From an optimization exercise on the open Yosys and OpenROAD flow, aimed at small area, a short achievable clock period and few clock cycles per item; shortcuts taken in it are not production practice.
No activity file was given, so power comes from the tool's default toggle rates.

## 03-07
==> flow/design.v (excerpt) <==
module sequence_id_unwrapper (
  input  logic                          clk_i,
  input  logic                          rst_ni,
  input  logic                          cfg_valid_i,
  output logic                          cfg_ready_o,
  input  logic [sidu_pkg::ThrW-1:0]     gap_threshold_i,
  input  logic                          gen_load_i,
  input  logic [sidu_pkg::GenW-1:0]     gen_value_i,
  input  logic                          in_valid_i,
  output logic                          in_ready_o,
  input  logic [sidu_pkg::CidW-1:0]     compressed_id_i,
  output logic                          out_valid_o,
  input  logic                          out_ready_i,
  output logic                          accepted_o,
  output logic [sidu_pkg::IdW-1:0]      full_id_o
);
Size in the first run: ~1700 cells after synthesis, roughly 180 flip-flops, ~150 I/O pins, roughly 16000 µm² of cells after synthesis.
==> module sidu_step, before the edit <==
module sidu_step (
  input  logic [13:0] thr_i,
  input  logic [15:0] head_i,
  input  logic [63:0] lid_i,
  input  logic [16:0] blo_i,
  input  logic        db_i,
  input  logic [16:0] r_i,
  input  logic        cr_i,
  input  logic [15:0] cid_i,
  input  logic        wrap_i,      
  input  logic        adv_i,       
  output logic        ok_o,
  output logic        head_we_o,
  output logic [63:0] lid_o,
  output logic [16:0] blo_o,
  output logic        db_o,
  output logic [16:0] r_o,
  output logic        cr_o
);
  logic        wrap, adv, raise, gt, cv, cb;
  logic [16:0] u, r1, rw, r65, v1;
  logic [17:0] bd, bm, sv, blo65;
  logic [18:0] lo, hi_d;
  logic [46:0] hi, x;
  logic [47:0] pre;
  always_comb begin
    wrap = wrap_i;
    adv  = adv_i;
    u    = {wrap, cid_i};
    r1   = r_i + 17'd1;
    rw   = wrap ? r1 : r_i;                    
    bd   = {1'b0, blo_i} - 18'd1;
    bm   = wrap ? bd : {1'b0, blo_i};          
    lo   = {2'b00, u} + {5'b00000, thr_i} - {2'b00, rw};
    hi_d = {2'b00, rw} + {5'b00000, thr_i} - {2'b00, u};
    ok_o = !lo[18] && !hi_d[18];
    gt   = u > rw;
    sv    = bm + {1'b0, u};
    cv    = sv[17];
    hi    = lid_i[63:17];
    x     = hi ^ {47{db_i}};
    pre[0] = 1'b1;
    for (int i = 1; i <= 47; i++) pre[i] = pre[i-1] & x[i-1];
    raise = gt ^ (pre[47] & (cv ^ cr_i));      
    lid_o = {hi ^ ({47{db_i ^ cv}} & pre[46:0]), sv[16:0]};
    blo65 = bd + 18'h10000;                    
    cb    = blo65[17];
    blo_o = adv ? blo65[16:0] : blo_i;
    db_o  = cv & ~(adv & cb);
    r65   = {~r1[16], r1[15:0]};               
    v1    = {1'b0, cid_i} + 17'h0FFFF;         
    if (raise) r_o = (wrap && !adv) ? v1 : {1'b0, cid_i};
    else       r_o = adv ? r65 : r_i;
    cr_o      = (raise ? cv : cr_i) & ~(adv & cb);
    head_we_o = adv || (cid_i > head_i);
  end
endmodule
==> module sidu_core, before the edit <==
module sidu_core (
  input  logic                          clk_i,
  input  logic                          rst_ni,
  input  logic                          step_i,
  output logic                          busy_o,
  input  logic [sidu_pkg::CidW-1:0]     cid_i,
  input  logic                          wrap_i,
  input  logic                          adv_i,
  input  logic                          hwc_i,
  output logic                          hw_d_o,
  output logic [sidu_pkg::ThrW-1:0]     thr_o,
  input  logic                          cfg_we_i,
  input  logic [sidu_pkg::ThrW-1:0]     cfg_data_i,
  input  logic                          ld_we_i,
  input  logic [sidu_pkg::GenW-1:0]     ld_gen_i,
  output logic                          acc_o,
  output logic [sidu_pkg::IdW-1:0]      id_o
);
  logic [13:0] thr_q;
  logic [15:0] head_q;
  logic        hw_q, hw_d;
  logic [63:0] lid_q, lid_s;
  logic [16:0] blo_q, blo_s;
  logic        db_q, db_s;
  logic [16:0] r_q, r_s;
  logic        cr_q, cr_s;
  logic        acc_q, ok, head_we, cfix_q;
  logic        busy_q, zero_q, cy_q;
  logic [3:0]  cnt_q, fa, fb;
  logic [4:0]  fs;
  sidu_step u_step (
    .thr_i     (thr_q),
    .head_i    (head_q),
    .lid_i     (lid_q),
    .blo_i     (blo_q),
    .db_i      (db_q),
    .r_i       (r_q),
    .cr_i      (cr_q),
    .cid_i     (cid_i),
    .wrap_i    (wrap_i),
    .adv_i     (adv_i),
    .ok_o      (ok),
    .head_we_o (head_we),
    .lid_o     (lid_s),
    .blo_o     (blo_s),
    .db_o      (db_s),
    .r_o       (r_s),
    .cr_o      (cr_s)
  );
  always_comb begin
    if (ld_we_i)                          hw_d = 1'b0;
    else if (busy_q)                      hw_d = hw_q;
    else if (cfix_q)                      hw_d = head_q > ~{2'b00, thr_q};
    else if (step_i && ok && head_we)     hw_d = hwc_i;
    else                                  hw_d = hw_q;
  end
  always_comb begin
    fa = (zero_q || cnt_q < 4'd4)  ? 4'h0 : lid_q[3:0];
    fb = (zero_q || cnt_q >= 4'd12) ? 4'hF : ~lid_q[19:16];
    fs = {1'b0, fa} + {1'b0, fb} + {4'd0, cy_q};
  end
  always_ff @(posedge clk_i or negedge rst_ni) begin
    if (!rst_ni) begin
      thr_q  <= sidu_pkg::GapReset;
      head_q <= '0;
      hw_q   <= 1'b0;
      r_q    <= 17'd1;
      cfix_q <= 1'b0;
      busy_q <= 1'b1;
      zero_q <= 1'b1;
      cnt_q  <= '0;
      cy_q   <= 1'b0;
    end else begin
      cfix_q <= cfg_we_i;
      hw_q   <= hw_d;
      if (cfg_we_i) thr_q <= cfg_data_i;
      if (ld_we_i) begin
        head_q <= '0;
        r_q    <= 17'd1;
        busy_q <= 1'b1;
        zero_q <= 1'b0;
        cnt_q  <= '0;
        cy_q   <= 1'b0;
      end else if (busy_q) begin
        cnt_q  <= cnt_q + 4'd1;
        cy_q   <= fs[4];
        busy_q <= (cnt_q != 4'd15);
      end else if (step_i && ok) begin
        if (head_we) head_q <= cid_i;
        r_q <= r_s;
      end
    end
  end
  always_ff @(posedge clk_i) begin
    if (ld_we_i) begin
      lid_q[63:16] <= ld_gen_i;
    end else if (busy_q) begin
      lid_q <= {fs[3:0], lid_q[63:4]};
      if (cnt_q == 4'd15) begin
        blo_q <= lid_q[20:4];
        db_q  <= 1'b0;
        cr_q  <= &lid_q[20:4];                 
      end
    end else if (step_i && ok) begin
      lid_q <= lid_s;
      blo_q <= blo_s;
      db_q  <= db_s;
      cr_q  <= cr_s;
    end
    if (step_i) acc_q <= ok;
  end
  assign busy_o = busy_q;
  assign hw_d_o = hw_d;
  assign thr_o  = thr_q;
  assign acc_o  = acc_q;
  assign id_o   = acc_q ? lid_q : '0;
endmodule
clock: 10.0 ns
lec_check: 0
cap_margin: 20
core_margin: 2
core_utilization: 40
setup_slack_margin: 5
slew_margin: 20
standard.sh (not shown) runs the stock make flow with config.mk's settings and CLKGATE_MAP_FILE= SYNTH_SCRIPT=/design/flow/synth_recipe.tcl, a recipe that flattens the netlist after the stock synthesis.
==> flow/flow/run.sh <==
#!/bin/bash
# Layout flow: the standard layout (standard.sh, unchanged synthesis and steps), with the
# port buffers that placement inserts on every input and output made plain buf_1 cells
# instead of the resizer's default choice.
set -euo pipefail
export BUFFER_PORTS_ARGS="-buffer_cell sky130_fd_sc_hd__buf_1"
bash standard.sh "BUFFER_PORTS_ARGS=$BUFFER_PORTS_ARGS" SETUP_SLACK_MARGIN=6 finish > standard.log 2>&1
03-07 ran to completion and came out clean on the timing, design-rule and antenna checks.
Input-level comparison between 06-12 and 03-07:
--- a/flow/design.v
+++ b/flow/design.v
@@ -34,9 +34,9 @@
 );
   logic        wrap, adv, raise, gt, cv, cb;
   logic [16:0] u, r1, rw, r65, v1;
   logic [17:0] bd, bm, sv, blo65;
-  logic [18:0] lo, hi_d;
+  logic [18:0] d, lo, hi_d;
   logic [46:0] hi, x;
   logic [47:0] pre;
   always_comb begin
     wrap = wrap_i;
@@ -45,12 +45,13 @@
     r1   = r_i + 17'd1;
     rw   = wrap ? r1 : r_i;                    
     bd   = {1'b0, blo_i} - 18'd1;
     bm   = wrap ? bd : {1'b0, blo_i};          
-    lo   = {2'b00, u} + {5'b00000, thr_i} - {2'b00, rw};
-    hi_d = {2'b00, rw} + {5'b00000, thr_i} - {2'b00, u};
+    d    = {2'b00, u} - {2'b00, rw};
+    lo   = d + {5'b00000, thr_i};
+    hi_d = {5'b00000, thr_i} - d;
     ok_o = !lo[18] && !hi_d[18];
-    gt   = u > rw;
+    gt   = !d[18] && (d != 19'd0);
     sv    = bm + {1'b0, u};
     cv    = sv[17];
     hi    = lid_i[63:17];
     x     = hi ^ {47{db_i}};
@@ -90,21 +91,21 @@
 );
   logic [13:0] thr_q;
   logic [15:0] head_q;
   logic        hw_q, hw_d;
-  logic [63:0] lid_q, lid_s;
+  logic [63:0] lidn_q, lid_s, lid;    
   logic [16:0] blo_q, blo_s;
   logic        db_q, db_s;
   logic [16:0] r_q, r_s;
   logic        cr_q, cr_s;
-  logic        acc_q, ok, head_we, cfix_q;
+  logic        accn_q, ok, head_we, cfix_q;    
   logic        busy_q, zero_q, cy_q;
   logic [3:0]  cnt_q, fa, fb;
   logic [4:0]  fs;
   sidu_step u_step (
     .thr_i     (thr_q),
     .head_i    (head_q),
-    .lid_i     (lid_q),
+    .lid_i     (lid),
     .blo_i     (blo_q),
     .db_i      (db_q),
     .r_i       (r_q),
     .cr_i      (cr_q),
@@ -125,11 +126,12 @@
     else if (cfix_q)                      hw_d = head_q > ~{2'b00, thr_q};
     else if (step_i && ok && head_we)     hw_d = hwc_i;
     else                                  hw_d = hw_q;
   end
+  assign lid = ~lidn_q;
   always_comb begin
-    fa = (zero_q || cnt_q < 4'd4)  ? 4'h0 : lid_q[3:0];
-    fb = (zero_q || cnt_q >= 4'd12) ? 4'hF : ~lid_q[19:16];
+    fa = (zero_q || cnt_q < 4'd4)  ? 4'h0 : lid[3:0];
+    fb = (zero_q || cnt_q >= 4'd12) ? 4'hF : ~lid[19:16];
     fs = {1'b0, fa} + {1'b0, fb} + {4'd0, cy_q};
   end
   always_ff @(posedge clk_i or negedge rst_ni) begin
     if (!rst_ni) begin
@@ -164,29 +166,29 @@
     end
   end
   always_ff @(posedge clk_i) begin
     if (ld_we_i) begin
-      lid_q[63:16] <= ld_gen_i;
+      lidn_q[63:16] <= ~ld_gen_i;
     end else if (busy_q) begin
-      lid_q <= {fs[3:0], lid_q[63:4]};
+      lidn_q <= ~{fs[3:0], lid[63:4]};
       if (cnt_q == 4'd15) begin
-        blo_q <= lid_q[20:4];
+        blo_q <= lid[20:4];
         db_q  <= 1'b0;
-        cr_q  <= &lid_q[20:4];                 
+        cr_q  <= &lid[20:4];                   
       end
     end else if (step_i && ok) begin
-      lid_q <= lid_s;
+      lidn_q <= ~lid_s;
       blo_q <= blo_s;
       db_q  <= db_s;
       cr_q  <= cr_s;
     end
-    if (step_i) acc_q <= ok;
+    if (step_i) accn_q <= !ok;
   end
   assign busy_o = busy_q;
   assign hw_d_o = hw_d;
   assign thr_o  = thr_q;
-  assign acc_o  = acc_q;
-  assign id_o   = acc_q ? lid_q : '0;
+  assign acc_o  = !accn_q;
+  assign id_o   = ~(lidn_q | {64{accn_q}});
 endmodule
 module sequence_id_unwrapper (
   input  logic                          clk_i,
   input  logic                          rst_ni,
## What came out
Sort 06-12 and 03-07 by number of ordinary inverters in the final layout asc -> top: 03-07
06-12: total power 1.8% above 03-07
Relative to 03-07, the final area measured on 06-12 has decreased by a few percent.
Per the comparison of 06-12 with 03-07, routing usage on met1 dropped 1.0 points; synthesized cell count dropped 8; final cell count barely changed; count of standard-cell rows dropped 1.
No run of this note included a check of the RTL's function; only the layout flow was run.

## re-timing with driven ports
The results above use ideal ports. As a check the final layouts listed here were re-extracted and re-timed, cells and wires unchanged.
Step 1 (the two cells are an assumption about what drives the block):
set clk [get_ports {clk_i}]
set_driving_cell -lib_cell sky130_fd_sc_hd__clkbuf_16 $clk
set_driving_cell -lib_cell sky130_fd_sc_hd__buf_2 [delete_from_list [all_inputs] $clk]
Step 2 also shifts input and output timing later by t, the mid clock arrival at the registers, as if the neighbouring blocks saw the same clock.
a / b / c = ideal ports / drivers / drivers and shift; a / b = the first two.
run | t, ns | setup slack, ns | worst setup path at the end | clock arrival spread, ns
03-07 | 0.512 | 5.168 / 5.168 / 5.168 | register to register | 0.018 / 0.018
06-12 | 0.514 | 4.269 / 4.269 / 4.269 | register to register | 0.019 / 0.019
After both steps setup and hold are still met in every run listed.
